Context: an optimization exercise on an open-source flow, tuned for a short achievable clock period and few clock cycles per item. The choices shown serve that exercise and are no tape-out recipe.
The RTL was checked by simulation tests, not by an equivalence proof against the original design.
The clock port is modelled as an ideal driver; clocking choices that lean on that would not hold on a real chip.
No activity file was given, so power comes from the tool's default toggle rates.

--- flow/design.v ---
`timescale 1ns / 1ps
package lstg_pkg;
  localparam logic [1:0] CMD_START  = 2'd0;
  localparam logic [1:0] CMD_ISSUE  = 2'd1;
  localparam logic [1:0] CMD_RESP   = 2'd2;
  localparam logic [1:0] CMD_STATUS = 2'd3;
  localparam logic [2:0] REG_BASE     = 3'd0;
  localparam logic [2:0] REG_MODE     = 3'd1;
  localparam logic [2:0] REG_COUNT    = 3'd2;
  localparam logic [2:0] REG_DO_LOADS = 3'd3;
  localparam logic [2:0] REG_LINE     = 3'd4;
  localparam logic [2:0] MODE_FIXED  = 3'd0;
  localparam logic [2:0] MODE_NEXT   = 3'd1;
  localparam logic [2:0] MODE_SEQ    = 3'd2;
  localparam logic [2:0] MODE_RANDOM = 3'd3;
  localparam logic [2:0] MODE_WTR    = 3'd4;
  localparam logic [63:0] BASE_RESET     = 64'h0000_0000_B490_0000;
  localparam logic [2:0]  MODE_RESET     = MODE_SEQ;
  localparam logic [12:0] COUNT_RESET    = 13'd16;
  localparam logic        DO_LOADS_RESET = 1'b1;
  localparam logic [12:0] LINE_RESET     = 13'd64;
  localparam logic [12:0] MAX_ACCESSES = 13'd4096;
  localparam logic [15:0] LFSR_SEED    = 16'hACE1;
  localparam logic [3:0]  STATUS_DONE  = 4'd12;
  localparam int CREDITS = 3;
  function automatic logic [13:0] clamp_count(input logic [12:0] c);
    if (c == 13'd0)              clamp_count = 14'd1;
    else if (c > MAX_ACCESSES)   clamp_count = {1'b0, MAX_ACCESSES};
    else                         clamp_count = {1'b0, c};
  endfunction
  function automatic logic [15:0] lfsr_next(input logic [15:0] l);
    lfsr_next = {l[0] ^ l[2] ^ l[3] ^ l[5], l[15:1]};
  endfunction
endpackage
`timescale 1ns / 1ps
module lstg_front #(
  parameter int DEPTH = 3
) (
  input  logic       clk,
  input  logic       rst_n,
  input  logic       push,
  input  logic [3:0] push_cmd,    
  input  logic       pop,
  output logic       head_valid,
  output logic [5:0] head_cmd     
);
  localparam int PTR_W = (DEPTH > 1) ? $clog2(DEPTH) : 1;
  localparam int CNT_W = $clog2(DEPTH + 1);
  logic [5:0]       slot_r [DEPTH];
  logic [PTR_W-1:0] wr_ptr_r, rd_ptr_r;
  logic [CNT_W-1:0] cnt_r;
  logic             hv_r;
  logic [5:0]       head_r;
  logic [5:0]       push_dec;
  logic             load_head, t_empty, t_push, t_pop;
  assign push_dec  = {push_cmd[3:2], push_cmd[1:0] == 2'd3, push_cmd[1:0] == 2'd2,
                      push_cmd[1:0] == 2'd1, push_cmd[1:0] == 2'd0};
  assign t_empty   = (cnt_r == '0);
  assign load_head = !hv_r || pop;
  assign t_pop     = load_head && !t_empty;
  assign t_push    = push && !(load_head && t_empty);
  always_ff @(posedge clk) begin
    if (!rst_n) begin
      hv_r     <= 1'b0;
      cnt_r    <= '0;
      wr_ptr_r <= '0;
      rd_ptr_r <= '0;
    end else begin
      if (load_head) hv_r <= !t_empty || push;
      if (t_pop) rd_ptr_r <= (rd_ptr_r == PTR_W'(DEPTH - 1)) ? '0 : rd_ptr_r + PTR_W'(1);
      if (t_push) wr_ptr_r <= (wr_ptr_r == PTR_W'(DEPTH - 1)) ? '0 : wr_ptr_r + PTR_W'(1);
      cnt_r <= cnt_r + CNT_W'(t_push) - CNT_W'(t_pop);
    end
  end
  always_ff @(posedge clk) begin
    if (load_head) head_r <= t_empty ? push_dec : slot_r[rd_ptr_r];
    if (t_push) slot_r[wr_ptr_r] <= push_dec;
  end
  assign head_valid = hv_r;
  assign head_cmd   = head_r;
endmodule
`timescale 1ns / 1ps
module lstg_queue #(
  parameter int DEPTH = 2
) (
  input  logic        clk,
  input  logic        rst_n,
  input  logic        in_valid,
  input  logic [71:0] in_data,
  output logic        out_tvalid,
  input  logic        out_tready,
  output logic [71:0] out_tdata,
  output logic        taken        
);
  localparam int PTR_W = (DEPTH > 1) ? $clog2(DEPTH) : 1;
  logic [71:0]      slot_r [DEPTH];
  logic [PTR_W-1:0] wr_ptr_r, rd_ptr_r;
  logic [DEPTH-1:0] cnt_r;       
  logic             ov_r, ov_n_r;
  logic [71:0]      o_r, o_n_r;    
  logic             load_o, f_empty, consume;
  logic [71:0]      cand;
  assign f_empty = !cnt_r[0];
  assign load_o  = ov_n_r || out_tready;
  assign consume = load_o && (!f_empty || in_valid);
  assign cand    = f_empty ? in_data : slot_r[rd_ptr_r];
  always_ff @(posedge clk) begin
    if (!rst_n) begin
      ov_r     <= 1'b0;
      ov_n_r   <= 1'b1;
      cnt_r    <= '0;
      wr_ptr_r <= '0;
      rd_ptr_r <= '0;
    end else begin
      ov_r   <= load_o ? (!f_empty || in_valid) : !ov_n_r;
      ov_n_r <= load_o ? !(!f_empty || in_valid) : ov_n_r;
      if (consume) rd_ptr_r <= (rd_ptr_r == PTR_W'(DEPTH - 1)) ? '0 : rd_ptr_r + PTR_W'(1);
      if (in_valid) wr_ptr_r <= (wr_ptr_r == PTR_W'(DEPTH - 1)) ? '0 : wr_ptr_r + PTR_W'(1);
      if (in_valid && !consume)      cnt_r <= {cnt_r[DEPTH-2:0], 1'b1};
      else if (!in_valid && consume) cnt_r <= {1'b0, cnt_r[DEPTH-1:1]};
    end
  end
  always_ff @(posedge clk) begin
    o_r   <= load_o ? cand : ~o_n_r;
    o_n_r <= load_o ? ~cand : o_n_r;
    if (in_valid) slot_r[wr_ptr_r] <= in_data;
  end
  assign out_tvalid = ov_r;
  assign taken      = !ov_n_r && out_tready;
  assign out_tdata  = o_r;
endmodule
`timescale 1ns / 1ps
module lstg_back (
  input  logic        clk,
  input  logic        rst_n,
  input  logic [63:0] base,
  input  logic [4:0]  mode_oh,   
  input  logic [13:0] n,         
  input  logic [13:0] total,     
  input  logic        do_loads,
  input  logic [12:0] line,
  input  logic        wr_addr,   
  input  logic        wr_seq,    
  input  logic        head_valid,
  input  logic [5:0]  head_cmd,  
  output logic        pop,
  output logic        res_valid,
  output logic [71:0] res_data
);
  localparam int QD = 5;     
  logic m_wtr, m_rnd, m_seq, m_next, m_fixed;
  assign {m_wtr, m_rnd, m_seq, m_next, m_fixed} = mode_oh;
  logic [50:0] base_hp13_r;    
  logic [37:0] base_hp26_r;    
  logic [13:0] nxt_lo_r;       
  always_ff @(posedge clk) begin
    if (!rst_n) begin
      base_hp13_r <= lstg_pkg::BASE_RESET[63:13] + 51'd1;
      base_hp26_r <= lstg_pkg::BASE_RESET[63:26] + 38'd1;
      nxt_lo_r    <= {1'b0, lstg_pkg::BASE_RESET[12:0]} + {1'b0, lstg_pkg::LINE_RESET};
    end else begin
      base_hp13_r <= base[63:13] + 51'd1;
      base_hp26_r <= base[63:26] + 38'd1;
      nxt_lo_r    <= {1'b0, base[12:0]} + {1'b0, line};
    end
  end
  logic        ph_idle_r, ph_run_r, ph_wait_r, ph_done_r;
  logic [13:0] iss0_r, iss1_r, iss2_r;    
  logic [13:0] rc0_r, rc1_r, rc2_r;       
  logic [13:0] wr0_r, wr1_r, wr2_r;       
  logic        held_r;
  logic [63:0] held_addr_r;
  logic [15:0] lfsr_r;
  logic        ci_r;     
  logic        ieq_r;    
  logic        ige_r;    
  logic        wlt_r;    
  logic        wge_r;    
  logic        rge_r;    
  logic [63:0] nfs_r;         
  logic [50:0] nfs_hp13_r;    
  logic [13:0] nfs_lp_r;      
  logic        vseq_r;        
  function automatic logic [53:0] csa(input logic [26:0] a, input logic [26:0] b,
                                      input logic [26:0] c);
    logic [26:0] s, cy;
    s   = a ^ b ^ c;
    cy  = ((a & b) | (a & c) | (b & c)) << 1;
    csa = {cy, s};
  endfunction
  logic [15:0] pf_lfsr_r;            
  logic        s1v_r, s2v_r, s3v_r;
  logic [26:0] s1_r [4];             
  logic [26:0] s2_r [2];             
  logic [26:0] s3_r;                 
  logic [26:0] rq_r [QD];            
  logic [QD-1:0] rq_v_r;             
  logic [QD-1:0] occ_r;              
  logic        flush_rnd, flush_seq;
  logic        pf_issue;
  logic        rq_push, rq_pop;
  logic [63:0] rq_head;
  assign flush_rnd = !rst_n || wr_addr;
  assign flush_seq = !rst_n || wr_seq;
  assign pf_issue  = !occ_r[QD-1];
  assign rq_head   = {rq_r[0][26] ? base_hp26_r : base[63:26], rq_r[0][25:0]};
  logic [26:0] pp [13];
  logic [26:0] l1 [9];
  logic [26:0] l2 [6];
  logic [26:0] l3 [4];
  logic [26:0] m1 [5];
  logic [26:0] m2 [4];
  logic [26:0] m3 [3];
  logic [26:0] m4 [2];
  always_comb begin
    for (int i = 0; i < 13; i++) pp[i] = pf_lfsr_r[i] ? (27'(line) << i) : 27'd0;
    for (int k = 0; k < 4; k++) {l1[2*k+1], l1[2*k]} = csa(pp[3*k], pp[3*k+1], pp[3*k+2]);
    l1[8] = pp[12];
    for (int k = 0; k < 3; k++) {l2[2*k+1], l2[2*k]} = csa(l1[3*k], l1[3*k+1], l1[3*k+2]);
    for (int k = 0; k < 2; k++) {l3[2*k+1], l3[2*k]} = csa(l2[3*k], l2[3*k+1], l2[3*k+2]);
    for (int k = 0; k < 4; k++) m1[k] = s1_r[k];
    m1[4] = {1'b0, base[25:0]};
    {m2[1], m2[0]} = csa(m1[0], m1[1], m1[2]);
    m2[2] = m1[3];
    m2[3] = m1[4];
    {m3[1], m3[0]} = csa(m2[0], m2[1], m2[2]);
    m3[2] = m2[3];
    {m4[1], m4[0]} = csa(m3[0], m3[1], m3[2]);
  end
  always_ff @(posedge clk) begin
    for (int k = 0; k < 4; k++) s1_r[k] <= l3[k];
    s2_r[0] <= m4[0];
    s2_r[1] <= m4[1];
    s3_r    <= s2_r[0] + s2_r[1];
  end
  localparam logic [5:0] E_SNAP = 6'd30;    
  localparam logic [5:0] E_IDX  = 6'd29;    
  localparam logic [5:0] E_MUL  = 6'd28;    
  localparam logic [5:0] E_P0   = 6'd14;    
  localparam logic [5:0] E_P1   = 6'd13;    
  localparam logic [5:0] E_L0   = 6'd12;    
  localparam logic [5:0] E_L1   = 6'd11;    
  localparam logic [5:0] E_RES  = 6'd10;    
  localparam logic [5:0] E_FIN  = 6'd9;     
  logic [5:0]  eng_cnt_r;
  logic [14:0] eng_d_r;        
  logic [13:0] eng_iss_r;
  logic [13:0] eng_idx_r;
  logic [26:0] eng_s_r, eng_c_r;
  logic [14:0] eng_p0_r;
  logic [26:0] eng_p_r;
  logic [14:0] eng_l0_r;
  logic [26:0] eng_lo_r;
  logic [63:0] eng_res_r;
  logic [50:0] eng_hp13_r;    
  logic [13:0] eng_lp_r;      
  logic        eng_done;
  logic [53:0] eng_step;
  assign eng_done = (eng_cnt_r == 6'd1);
  assign eng_step = csa(eng_s_r << 1, eng_c_r << 1, eng_idx_r[13] ? {14'd0, line} : 27'd0);
  always_ff @(posedge clk) begin
    if (flush_seq) begin
      eng_cnt_r <= E_SNAP;
    end else if (eng_cnt_r != '0) begin
      eng_cnt_r <= eng_cnt_r - 6'd1;
    end
    if (eng_cnt_r == E_SNAP) begin
      eng_d_r   <= {1'b0, iss0_r} - {1'b0, n};
      eng_iss_r <= iss0_r;
    end
    if (eng_cnt_r == E_IDX) begin
      eng_idx_r <= (m_wtr && !eng_d_r[14]) ? eng_d_r[13:0] : (m_seq || m_wtr) ? eng_iss_r : 14'd0;
      eng_s_r   <= '0;
      eng_c_r   <= '0;
    end else if (eng_cnt_r <= E_MUL && eng_cnt_r > E_P0) begin
      eng_idx_r <= eng_idx_r << 1;
      eng_s_r   <= eng_step[26:0];
      eng_c_r   <= eng_step[53:27];
    end
    if (eng_cnt_r == E_P0) eng_p0_r <= {1'b0, eng_s_r[13:0]} + {1'b0, eng_c_r[13:0]};
    if (eng_cnt_r == E_P1) eng_p_r  <= {eng_s_r[26:14] + eng_c_r[26:14] + {12'd0, eng_p0_r[14]},
                                        eng_p0_r[13:0]};
    if (eng_cnt_r == E_L0) eng_l0_r <= {1'b0, base[13:0]} + {1'b0, eng_p_r[13:0]};
    if (eng_cnt_r == E_L1) eng_lo_r <= {{1'b0, base[25:14]} + {1'b0, eng_p_r[25:14]}
                                        + {12'd0, eng_l0_r[14]}, eng_l0_r[13:0]};
    if (eng_cnt_r == E_RES) eng_res_r <= {eng_lo_r[26] ? base_hp26_r : base[63:26], eng_lo_r[25:0]};
    if (eng_cnt_r == E_FIN) begin
      eng_hp13_r <= eng_res_r[63:13] + 51'd1;
      eng_lp_r   <= {1'b0, eng_res_r[12:0]} + {1'b0, line};
    end
  end
  logic        pa, rw;
  logic        is_start, is_issue, is_resp;
  logic        stall;
  logic        ev_start, vi, acc, form, rsp, wr, bad;
  logic        to_run, to_wait, to_done, finished;
  logic [63:0] fa, addr_use;
  logic        step_rnd;
  assign is_start = head_cmd[0];
  assign is_issue = head_cmd[1];
  assign is_resp  = head_cmd[2];
  assign pa       = head_cmd[4];
  assign rw       = head_cmd[5];
  assign stall = is_issue && (!vseq_r || (m_rnd && !rq_v_r[0]));
  assign pop   = head_valid && !stall;
  assign ev_start = pop && is_start && (ph_idle_r || ph_done_r);
  assign vi       = pop && is_issue && ph_run_r && ci_r;
  assign acc      = vi && pa;
  assign form     = vi && !held_r;
  assign rsp      = pop && is_resp && (ph_run_r || ph_wait_r);
  assign wr       = rsp && rw;
  assign bad      = pop && is_resp && ph_idle_r;
  assign to_wait  = acc && ieq_r && wlt_r;
  assign to_done  = rsp && rge_r;
  assign to_run   = ev_start || (wr && ph_wait_r && wge_r && !rge_r);
  assign finished = to_done || (ph_done_r && !ev_start);
  assign fa       = ({64{m_next}} & {nfs_lp_r[13] ? nfs_hp13_r : nfs_r[63:13], nfs_lp_r[12:0]})
                  | ({64{m_seq | m_wtr}} & nfs_r)
                  | ({64{m_rnd}} & rq_head) | ({64{m_fixed}} & base);
  assign addr_use = held_r ? held_addr_r : fa;
  assign step_rnd = form && m_rnd;
  assign res_valid       = pop;
  assign res_data[0]     = vi;
  assign res_data[64:1]  = vi ? addr_use : 64'd0;
  assign res_data[65]    = vi && (m_wtr ? ige_r : do_loads);
  assign res_data[69:66] = finished ? lstg_pkg::STATUS_DONE : 4'd0;
  assign res_data[70]    = finished;
  assign res_data[71]    = bad;
  assign rq_pop  = step_rnd;
  assign rq_push = s3v_r;
  always_ff @(posedge clk) begin
    if (flush_rnd) begin
      pf_lfsr_r <= rst_n ? lfsr_r : lstg_pkg::LFSR_SEED;
      s1v_r     <= 1'b0;
      s2v_r     <= 1'b0;
      s3v_r     <= 1'b0;
      rq_v_r    <= '0;
      occ_r     <= '0;
    end else begin
      if (pf_issue) pf_lfsr_r <= lstg_pkg::lfsr_next(pf_lfsr_r);
      s1v_r <= pf_issue;
      s2v_r <= s1v_r;
      s3v_r <= s2v_r;
      if (rq_push && !rq_pop)      rq_v_r <= {rq_v_r[QD-2:0], 1'b1};
      else if (!rq_push && rq_pop) rq_v_r <= {1'b0, rq_v_r[QD-1:1]};
      if (pf_issue && !rq_pop)      occ_r <= {occ_r[QD-2:0], 1'b1};
      else if (!pf_issue && rq_pop) occ_r <= {1'b0, occ_r[QD-1:1]};
    end
  end
  for (genvar i = 0; i < QD; i++) begin : g_rq
    logic last_used, first_free;
    assign last_used  = rq_v_r[i] && ((i == QD - 1) || !rq_v_r[(i + 1) % QD]);
    assign first_free = !rq_v_r[i] && ((i == 0) || rq_v_r[(i + QD - 1) % QD]);
    always_ff @(posedge clk) begin
      if (rq_pop) begin
        if (rq_push && last_used) rq_r[i] <= s3_r;
        else if (i < QD - 1)      rq_r[i] <= rq_r[(i + 1) % QD];
      end else if (rq_push && first_free) begin
        rq_r[i] <= s3_r;
      end
    end
  end
  always_ff @(posedge clk) begin
    if (!rst_n) begin
      ph_idle_r <= 1'b1;
      ph_run_r  <= 1'b0;
      ph_wait_r <= 1'b0;
      ph_done_r <= 1'b0;
      iss0_r    <= 14'd0;
      iss1_r    <= 14'd1;
      iss2_r    <= 14'd2;
      rc0_r     <= 14'd0;
      rc1_r     <= 14'd1;
      rc2_r     <= 14'd2;
      wr0_r     <= 14'd0;
      wr1_r     <= 14'd1;
      wr2_r     <= 14'd2;
      held_r    <= 1'b0;
      lfsr_r    <= lstg_pkg::LFSR_SEED;
      ci_r      <= 1'b1;
      ieq_r     <= (lstg_pkg::MODE_RESET == lstg_pkg::MODE_WTR) && (lstg_pkg::COUNT_RESET == 13'd1);
      ige_r     <= 1'b0;
      wlt_r     <= 1'b1;
      wge_r     <= (lstg_pkg::COUNT_RESET == 13'd1);
      rge_r     <= (lstg_pkg::COUNT_RESET == 13'd1);
      vseq_r    <= 1'b0;
    end else begin
      if (to_done) begin
        ph_idle_r <= 1'b0; ph_run_r <= 1'b0; ph_wait_r <= 1'b0; ph_done_r <= 1'b1;
      end else if (to_run) begin
        ph_idle_r <= 1'b0; ph_run_r <= 1'b1; ph_wait_r <= 1'b0; ph_done_r <= 1'b0;
      end else if (to_wait) begin
        ph_idle_r <= 1'b0; ph_run_r <= 1'b0; ph_wait_r <= 1'b1; ph_done_r <= 1'b0;
      end
      if (ev_start) begin
        iss0_r <= 14'd0;
        iss1_r <= 14'd1;
        iss2_r <= 14'd2;
        ci_r   <= 1'b1;
        ieq_r  <= m_wtr && (n == 14'd1);
        ige_r  <= 1'b0;
      end else if (acc) begin
        iss0_r <= iss1_r;
        iss1_r <= iss2_r;
        iss2_r <= iss2_r + 14'd1;
        ci_r   <= iss1_r < total;
        ieq_r  <= m_wtr && (iss2_r == n);
        ige_r  <= iss1_r >= n;
      end else begin
        ci_r   <= iss0_r < total;
        ieq_r  <= m_wtr && (iss1_r == n);
        ige_r  <= iss0_r >= n;
      end
      if (ev_start) begin
        rc0_r <= 14'd0;
        rc1_r <= 14'd1;
        rc2_r <= 14'd2;
        rge_r <= (total == 14'd1);
      end else if (rsp) begin
        rc0_r <= rc1_r;
        rc1_r <= rc2_r;
        rc2_r <= rc2_r + 14'd1;
        rge_r <= rc2_r >= total;
      end else begin
        rge_r <= rc1_r >= total;
      end
      if (ev_start) begin
        wr0_r <= 14'd0;
        wr1_r <= 14'd1;
        wr2_r <= 14'd2;
        wlt_r <= 1'b1;
        wge_r <= (n == 14'd1);
      end else if (wr) begin
        wr0_r <= wr1_r;
        wr1_r <= wr2_r;
        wr2_r <= wr2_r + 14'd1;
        wlt_r <= wr1_r < n;
        wge_r <= wr2_r >= n;
      end else begin
        wlt_r <= wr0_r < n;
        wge_r <= wr1_r >= n;
      end
      if (ev_start || to_done) held_r <= 1'b0;
      else if (vi)             held_r <= !pa;
      if (step_rnd) lfsr_r <= lstg_pkg::lfsr_next(lfsr_r);
      if (wr_seq)                    vseq_r <= 1'b0;
      else if (ev_start || eng_done) vseq_r <= 1'b1;
    end
  end
  always_ff @(posedge clk) begin
    if (vi) held_addr_r <= addr_use;
    if (ev_start || (acc && ieq_r)) begin
      nfs_r      <= base;
      nfs_hp13_r <= base_hp13_r;
      nfs_lp_r   <= nxt_lo_r;
    end else if (acc && (m_seq || m_wtr)) begin
      nfs_r      <= {nfs_lp_r[13] ? nfs_hp13_r : nfs_r[63:13], nfs_lp_r[12:0]};
      nfs_hp13_r <= nfs_lp_r[13] ? nfs_hp13_r + 51'd1 : nfs_hp13_r;
      nfs_lp_r   <= {1'b0, nfs_lp_r[12:0]} + {1'b0, line};
    end else if (eng_done && !vseq_r) begin
      nfs_r      <= eng_res_r;
      nfs_hp13_r <= eng_hp13_r;
      nfs_lp_r   <= eng_lp_r;
    end
  end
endmodule
`timescale 1ns / 1ps
module load_store_traffic_generator (
  input  logic        clk,
  input  logic        rst_n,
  input  logic        in_tvalid,
  output logic        in_tready,
  input  logic [7:0]  in_tdata,    
  output logic        out_tvalid,
  input  logic        out_tready,
  output logic [71:0] out_tdata,   
  input  logic        cfg_valid,
  output logic        cfg_ready,
  input  logic [2:0]  cfg_index,
  input  logic [63:0] cfg_data
);
  localparam int CW = $clog2(lstg_pkg::CREDITS + 1);
  logic [63:0] base_r;
  logic [4:0]  mode_oh_r;   
  logic [4:0]  mode_wr;
  logic [13:0] n_r;         
  logic [13:0] total_r;     
  logic        loads_r;
  logic [13:0] n_wr;
  logic [12:0] line_r;
  assign cfg_ready = 1'b1;
  assign n_wr    = lstg_pkg::clamp_count(cfg_data[12:0]);
  assign mode_wr = {cfg_data[2:0] == lstg_pkg::MODE_WTR, cfg_data[2:0] == lstg_pkg::MODE_RANDOM,
                    cfg_data[2:0] == lstg_pkg::MODE_SEQ, cfg_data[2:0] == lstg_pkg::MODE_NEXT,
                    cfg_data[2:0] == lstg_pkg::MODE_FIXED || cfg_data[2:0] > lstg_pkg::MODE_WTR};
  always_ff @(posedge clk) begin
    if (!rst_n) begin
      base_r  <= lstg_pkg::BASE_RESET;
      mode_oh_r <= 5'b00100;
      n_r     <= {1'b0, lstg_pkg::COUNT_RESET};
      total_r <= {1'b0, lstg_pkg::COUNT_RESET};
      loads_r <= lstg_pkg::DO_LOADS_RESET;
      line_r  <= lstg_pkg::LINE_RESET;
    end else if (cfg_valid) begin
      case (cfg_index)
        lstg_pkg::REG_BASE:     base_r  <= cfg_data;
        lstg_pkg::REG_MODE: begin
          mode_oh_r <= mode_wr;
          total_r   <= mode_wr[4] ? {n_r[12:0], 1'b0} : n_r;
        end
        lstg_pkg::REG_COUNT: begin
          n_r     <= n_wr;
          total_r <= mode_oh_r[4] ? {n_wr[12:0], 1'b0} : n_wr;
        end
        lstg_pkg::REG_DO_LOADS: loads_r <= cfg_data[0];
        lstg_pkg::REG_LINE:     line_r  <= cfg_data[12:0];
        default: ;
      endcase
    end
  end
  logic [CW-1:0] owed_r;
  logic          ready_r, ready_n_r;    
  logic          acc_in, take;
  logic          ready_nxt;
  assign acc_in = in_tvalid && !ready_n_r;
  always_ff @(posedge clk) begin
    if (!rst_n) begin
      owed_r    <= '0;
      ready_r   <= 1'b1;
      ready_n_r <= 1'b0;
    end else begin
      owed_r    <= owed_r + CW'(acc_in) - CW'(take);
      ready_r   <= ready_nxt;
      ready_n_r <= !ready_nxt;
    end
  end
  always_comb begin
    if (acc_in && !take)      ready_nxt = (owed_r < CW'(lstg_pkg::CREDITS - 1));
    else if (!acc_in && take) ready_nxt = 1'b1;
    else                      ready_nxt = (owed_r < CW'(lstg_pkg::CREDITS));
  end
  assign in_tready = ready_r;
  logic        head_valid;
  logic [5:0]  head_cmd;
  logic        pop;
  logic        res_valid;
  logic [71:0] res_data;
  lstg_front #(
    .DEPTH (lstg_pkg::CREDITS - 1)
  ) u_front (
    .clk        (clk),
    .rst_n      (rst_n),
    .push       (acc_in),
    .push_cmd   (in_tdata[3:0]),
    .pop        (pop),
    .head_valid (head_valid),
    .head_cmd   (head_cmd)
  );
  lstg_back u_back (
    .clk        (clk),
    .rst_n      (rst_n),
    .base       (base_r),
    .mode_oh    (mode_oh_r),
    .n          (n_r),
    .total      (total_r),
    .do_loads   (loads_r),
    .line       (line_r),
    .wr_addr    (cfg_valid && (cfg_index == lstg_pkg::REG_BASE || cfg_index == lstg_pkg::REG_LINE)),
    .wr_seq     (cfg_valid && (cfg_index == lstg_pkg::REG_BASE || cfg_index == lstg_pkg::REG_LINE
                               || cfg_index == lstg_pkg::REG_MODE || cfg_index == lstg_pkg::REG_COUNT)),
    .head_valid (head_valid),
    .head_cmd   (head_cmd),
    .pop        (pop),
    .res_valid  (res_valid),
    .res_data   (res_data)
  );
  lstg_queue #(
    .DEPTH (lstg_pkg::CREDITS - 1)
  ) u_queue (
    .clk        (clk),
    .rst_n      (rst_n),
    .in_valid   (res_valid),
    .in_data    (res_data),
    .out_tvalid (out_tvalid),
    .out_tready (out_tready),
    .out_tdata  (out_tdata),
    .taken      (take)
  );
endmodule
--- flow/flow/run.sh ---
#!/bin/bash
set -euo pipefail
MARGIN=7.3
RESULTS=orfs/results/${FLOW_PLATFORM:-sky130hd}/load_store_traffic_generator/base
bash standard.sh SETUP_SLACK_MARGIN=$MARGIN cts > run_cts.log 2>&1
ODB_FILE=$RESULTS/4_cts.odb CLOCK_PORT=clk MAX_LOADS=4 \
  openroad -no_init -exit flow/unroot.tcl > run_unroot.log 2>&1
bash standard.sh SETUP_SLACK_MARGIN=$MARGIN finish > run_finish.log 2>&1
--- flow/flow/unroot.tcl ---
read_db $::env(ODB_FILE)
set block [ord::get_db_block]
set max_loads $::env(MAX_LOADS)
set clk_net [[$block findBTerm $::env(CLOCK_PORT)] getNet]

proc out_iterm { inst } {
  foreach it [$inst getITerms] {
    if { [$it isOutputSignal] } { return $it }
  }
  return {}
}
proc in_iterm { inst } {
  foreach it [$inst getITerms] {
    if { [$it isInputSignal] } { return $it }
  }
  return {}
}
proc is_clkbuf { inst } {
  return [string match "sky130_fd_sc_hd__clkbuf_*" [[$inst getMaster] getName]]
}
proc center { inst } {
  set b [$inst getBBox]
  return [list [expr {([$b xMin] + [$b xMax]) / 2.0}] [expr {([$b yMin] + [$b yMax]) / 2.0}]]
}

set roots {}
foreach it [$clk_net getITerms] { lappend roots [$it getInst] }
if { [llength $roots] != 1 || ![is_clkbuf [lindex $roots 0]] } {
  puts "unroot: the clock port does not drive a single clock buffer; nothing done"
  exit 0
}
set root [lindex $roots 0]
set root_net [[out_iterm $root] getNet]
set mids {}
foreach it [$root_net getITerms] {
  if { [$it getInst] == $root } { continue }
  set inst [$it getInst]
  if { ![is_clkbuf $inst] || [$it getMTerm] != [[in_iterm $inst] getMTerm] } {
    puts "unroot: the root drives [[$inst getMaster] getName], not only clock buffers; nothing done"
    exit 0
  }
  lappend mids $inst
}

# merge first-level buffers in nearest pairs until few enough are left
while { [llength $mids] > $max_loads } {
  if { [llength $mids] % 2 } {
    puts "unroot: [llength $mids] first-level buffers, not an even number; nothing done"
    exit 0
  }
  set left $mids
  set kept {}
  while { [llength $left] } {
    set a [lindex $left 0]
    set left [lrange $left 1 end]
    lassign [center $a] ax ay
    set best -1
    set best_d 0
    for { set i 0 } { $i < [llength $left] } { incr i } {
      lassign [center [lindex $left $i]] bx by
      set d [expr {abs($ax - $bx) + abs($ay - $by)}]
      if { $best < 0 || $d < $best_d } { set best $i; set best_d $d }
    }
    set b [lindex $left $best]
    set left [lreplace $left $best $best]
    # b's loads move to a's output net; b goes
    set a_net [[out_iterm $a] getNet]
    set b_net [[out_iterm $b] getNet]
    foreach it [$b_net getITerms] {
      if { [$it getInst] == $b } { continue }
      $it disconnect
      $it connect $a_net
    }
    puts "unroot: merged [$b getName] into [$a getName] ([format %.0f $best_d] dbu apart)"
    [in_iterm $b] disconnect
    odb::dbInst_destroy $b
    odb::dbNet_destroy $b_net
    lappend kept $a
  }
  set mids $kept
}

foreach it [$root_net getITerms] {
  if { [$it getInst] == $root } { continue }
  $it disconnect
  $it connect $clk_net
}
[in_iterm $root] disconnect
puts "unroot: removed [$root getName]; the clock port now drives [llength [$clk_net getITerms]] pins"
odb::dbInst_destroy $root
odb::dbNet_destroy $root_net
write_db $::env(ODB_FILE)
--- flow/config.mk ---
export PLATFORM = sky130hd
export DESIGN_NAME = load_store_traffic_generator
export DESIGN_NICKNAME = load_store_traffic_generator
export VERILOG_FILES = /design/flow/design.v
export SDC_FILE = /design/flow/constraint.sdc
export NUM_CORES = 4
export LEC_CHECK = 0
export ABC_CLOCK_PERIOD_IN_PS = 2500
export CAP_MARGIN = 20
export CORE_MARGIN = 2
export CORE_UTILIZATION = 72
export CTS_CLUSTER_DIAMETER = 100
export CTS_CLUSTER_SIZE = 26
export PLACE_DENSITY = 0.8
export SLEW_MARGIN = 20
--- flow/constraint.sdc ---
create_clock -name core_clock -period 10.0 [get_ports {clk}]
set_input_delay 2.0000 -clock core_clock [delete_from_list [all_inputs] [get_ports {clk}]]
set_output_delay 2.0000 -clock core_clock [all_outputs]
set_load 0.01 [all_outputs]
--- flow/standard.sh ---
#!/bin/bash
# synth_recipe.tcl (not shown) runs the flow's synth.tcl, then flattens the netlist and writes it again
# the make line also repeats each setting of config.mk as NAME=value (left out here)
make -C /OpenROAD-flow-scripts/flow DESIGN_CONFIG=/design/flow/config.mk WORK_HOME=/design/flow/orfs CLKGATE_MAP_FILE= SYNTH_SCRIPT=/design/flow/synth_recipe.tcl "${@:-finish}"
==> run summary <==
status=timing/DRC/antenna clean; Critical R2R Launch=u_back.eng_c_r[2]; CTS tree=yes; root buffer cell=clkbuf_16; multiplexer area fraction after synthesis=4.81%; CTS Buf Count=66; f_max=326 MHz; Net count, final=7491; # clock sinks=1474; number of library cell types mapped by synthesis=86; Routed met1 length=75800 µm; largest family of logic cells by synthesized area=simple AND/OR/NAND/NOR gates; Synth top area share=31.1%; adder-cell area share of the yosys netlist=9.84%; placed cell count=7977; Vias/cell=6.60; crit start category=input port; Post-Route WL=207000 µm; PortBufs=147; Tot Pwr=12.9 mW; ys flop type=edfxtp_1; largest net degree at the start of global routing=88; antenna violations before repair=7; Worst Path Max Fanout=6; CTS Buffer Depth=3; fin crit share=30.6%; worst-skew pair later-pin latency=540 ps; WL/cell=24.9 µm; CP cell instances=buf_4, nor4_4, nand3_2, o21ai_4, nand2_4, o221ai_1, o21ai_1, nor2_1; Final Hold Vio Count=0; post-synthesis xor/xnor area fraction=4.07%; Post-Synthesis Cell Area=71200 µm²; shortest period the worst path allows=3060 ps; Synth Warn #=15; DR WL met3=25800 µm; # fillers=5821; WHS=324 ps; Slew @ Worst Pin=1130 ps; area of the multi-input gates=33600 µm²; DR iter-0 viols=7574; Starting Density=72.5%; Crit-path slowest cell=nor4_4; die width=318 µm; vias in the first global route=51500; maximum capacitance violations=0; Final Non-Filler Cells=8289; Mean Syn Cell Area=10.4 µm²; Die Y=318 µm; placed instance area=73700 µm²; Arrival @ worst endpoint=3510 ps; Boundary Pins=155; Syn-to-layout area delta=12.5%; Detail Placement HPWL=120000 µm; Setup Total Neg Slack=0 ps; DRC viols=0; drt pass-1 iters=12; ys async rst share=0%; Yosys top cell by area=edfxtp_1; Max Used Layer=met5; fin. max-slew vios=0; FP Rows=115; top cells by area, synth=edfxtp_1 (31%), dfxtp_1 (21%), nand2_1 (5.6%), ha_1 (5.2%), fa_1 (4.6%); Placement Setup Slack=5190 ps; Simple-Gate Fraction of Synth Area=13.7%; WS Path Type=in -> reg; Lkg Pwr=30.9 nW; Core Box Area=98100 µm²; final setup vio count=0; worst reg2reg path depth=10; Overflow after GRT=0; FF-to-FF End=u_back.eng_p0_r[12]; unrepaired setup endpoints after global routing=yes; DRT antenna net count=0; Final GP Congestion=0.920; Clk pin slew, worst setup/hold paths=110 ps; Hold Crit Class=reg -> reg; cell with the most instances after synthesis=nand2_1; sequential cell area=37000 µm²; first-pass GRT wire length=298000 µm; H-tree levels=3; routed vias=54700; Hold Startpoint=u_back.s2_r[0][0]; crit end category=register; Max rail drop VDD=0.000150 V; Crit path required time=10450 ps; final setup margin=6940 ps; Worst R2R Setup Slack=7310 ps; pwr/cell area=161 nW/µm²; Hold EP=u_back.s3_r[0]; Layout Cell Area excl Fill=80000 µm²; top cells by count, synth=nand2_1 (1070), dfxtp_1 (737), edfxtp_1 (737), a21oi_1 (523), nor2_1 (374); Syn Inst Count=6850; clock skew=47.1 ps; CP max stage delay=300 ps; number of enable flip-flop cells after synthesis=737; sequential share of the synthesized area=51.8%; Core Util, Final=81.5%; WL met2=92400 µm; share of cells above drive strength 1=13.6%; FF+latch count, synth=1474; die area=101000 µm²; Slew headroom=24.7%; total track usage=37.8%; Compound-Gate Fraction of Synth Area=11.7%; Hold Path Depth=0
[worst max path at each step]
stage	startpoint	endpoint	slack (ps)	cells past startpoint
floorplan	cfg_data[1]	total_r[10]	6780	8
global placement	rst_n	u_back.pf_lfsr_r[12]	5250	5
detailed placement	rst_n	u_back.pf_lfsr_r[12]	5190	5
CTS	u_queue.o_r[70]	out_tdata[68]	6840	1
global route	cfg_data[1]	total_r[6]	6920	8
finish	cfg_data[3]	total_r[6]	6940	8
[area by class of cell]
type                    count  share of cell area (%)
multi-input cells        4668                    42.0
diodes                      3                 0.00938
repair buffers            389                    5.71
clock buffers             109                    2.21
repair inverters            2                  0.0250
inverters                 354                    1.71
well taps                1287                    2.01
flip-flops and latches   1474                    46.3
clock inverters             3                  0.0328
[power breakdown]
part / switching [mW] / internal [mW] / leakage [nW]
combinational: 1.51 / 0.978 / 17.2
sequential: 0.347 / 6.99 / 12.8
clock: 1.84 / 1.21 / 0.855
[cells by family (layout without fill, tap and decap cells)]
| group | count (synthesis) | count (layout) |
|---|---|---|
| adders and majority gates | 461 | 461 |
| DFF | 1474 | 1474 |
| other | 2 | 6 |
| buffers and inverters | 728 | 857 |
| muxes | 330 | 330 |
| xor gates and xnor gates | 331 | 331 |
| AOI/OAI and AO/OA | 1381 | 1382 |
| and+or+nand+nor | 2143 | 2161 |
[registers in the layout (all words and copies together), names as in the netlist, 15 cells and up, named ones only]
signal and flops:
u_back.base_hp26_r 38, u_back.eng_d_r 15, u_back.s3_r 27, u_back.eng_p_r 26
u_queue.o_n_r 68, u_back.held_addr_r 64, u_back.nfs_hp13_r 51, u_back.eng_l0_r 15
u_back.rq_r 135, u_back.base_hp13_r 51, u_back.s2_r 52, u_back.eng_res_r 64
u_back.nfs_r 64, u_back.eng_p0_r 15, u_back.eng_lo_r 27, u_back.s1_r 70
u_back.pf_lfsr_r 16, u_queue.o_r 68, u_queue.slot_r 136, u_back.eng_c_r 24
u_back.eng_hp13_r 51, base_r 64, u_back.eng_s_r 26, u_back.lfsr_r 16
[cell usage in the layout (no fill, tap or decap), drive strengths merged, types with 30 or more instances in the layout]
cell type,instances
a31oi,30
nor2,375
o22ai,102
nor2b,34
mux2,93
or3,32
nand4,81
dfxtp,737
mux2i,237
edfxtp,737
buf,309
nand3,126
nand2,1079
a21oi,528
and3,73
a221o,51
xor2,78
a21o,69
fa,164
and2,188
clkbuf,127
inv,357
nand2b,32
ha,297
a221oi,54
clkdlybuf4s50,55
o21ai,361
nor3,60
xnor2,253
[critical path: cells and delay by family]
family                 cells  cell delay [ps]
AOI/OAI and AO/OA          3              650
buffers and inverters      1              160
and+or+nand+nor            4              700
[routing by layer]
| metal | GRT usage, % | vias up |
|---|---|---|
| met2 | 58.9 | 3536 |
| met4 | 17.3 | 6 |
| met5 | 0 | - |
| met1 | 51.4 | 26200 |
| met3 | 7.87 | 770 |
| li1 | - | 24200 |
[repair_timing]
action	in CTS	in global routing
buffers inserted	66	74
pin swaps	35	161
resized for setup	591	429
gates cloned	35	22
hold buffers	0	0
endpoints found under the setup margin	1477	839
Testbench counts, summed over its fixed seeds: cycles 56,579, items 53,091.

-- port drivers added, routing unchanged --
In the flow no input, the clock included, has a driving cell. The finished layout below was timed again as built, in two steps.
Step 1 assumes that a clkbuf_16 drives the clock port and a buf_2 every other input.
Step 2, shift: input delay + t, output delay - t, t = (earliest + latest rising clock arrival at the registers) / 2. This alone moves slack from input paths to output paths.
a / b / c = no drivers / after step 1 / after step 2; a / b = the first two.
shift t [ns]: 0.673
setup WS [ns]: 6.936 / 6.846 / 6.378
worst register clock-pin slew, ns: 0.11 / 0.11
worst slew at a driven data input, ns: 0.17
After both steps this run still meets setup and hold. For this run, drivers alone change the setup slack by -0.090 ns; drivers and shift together by -0.558 ns.
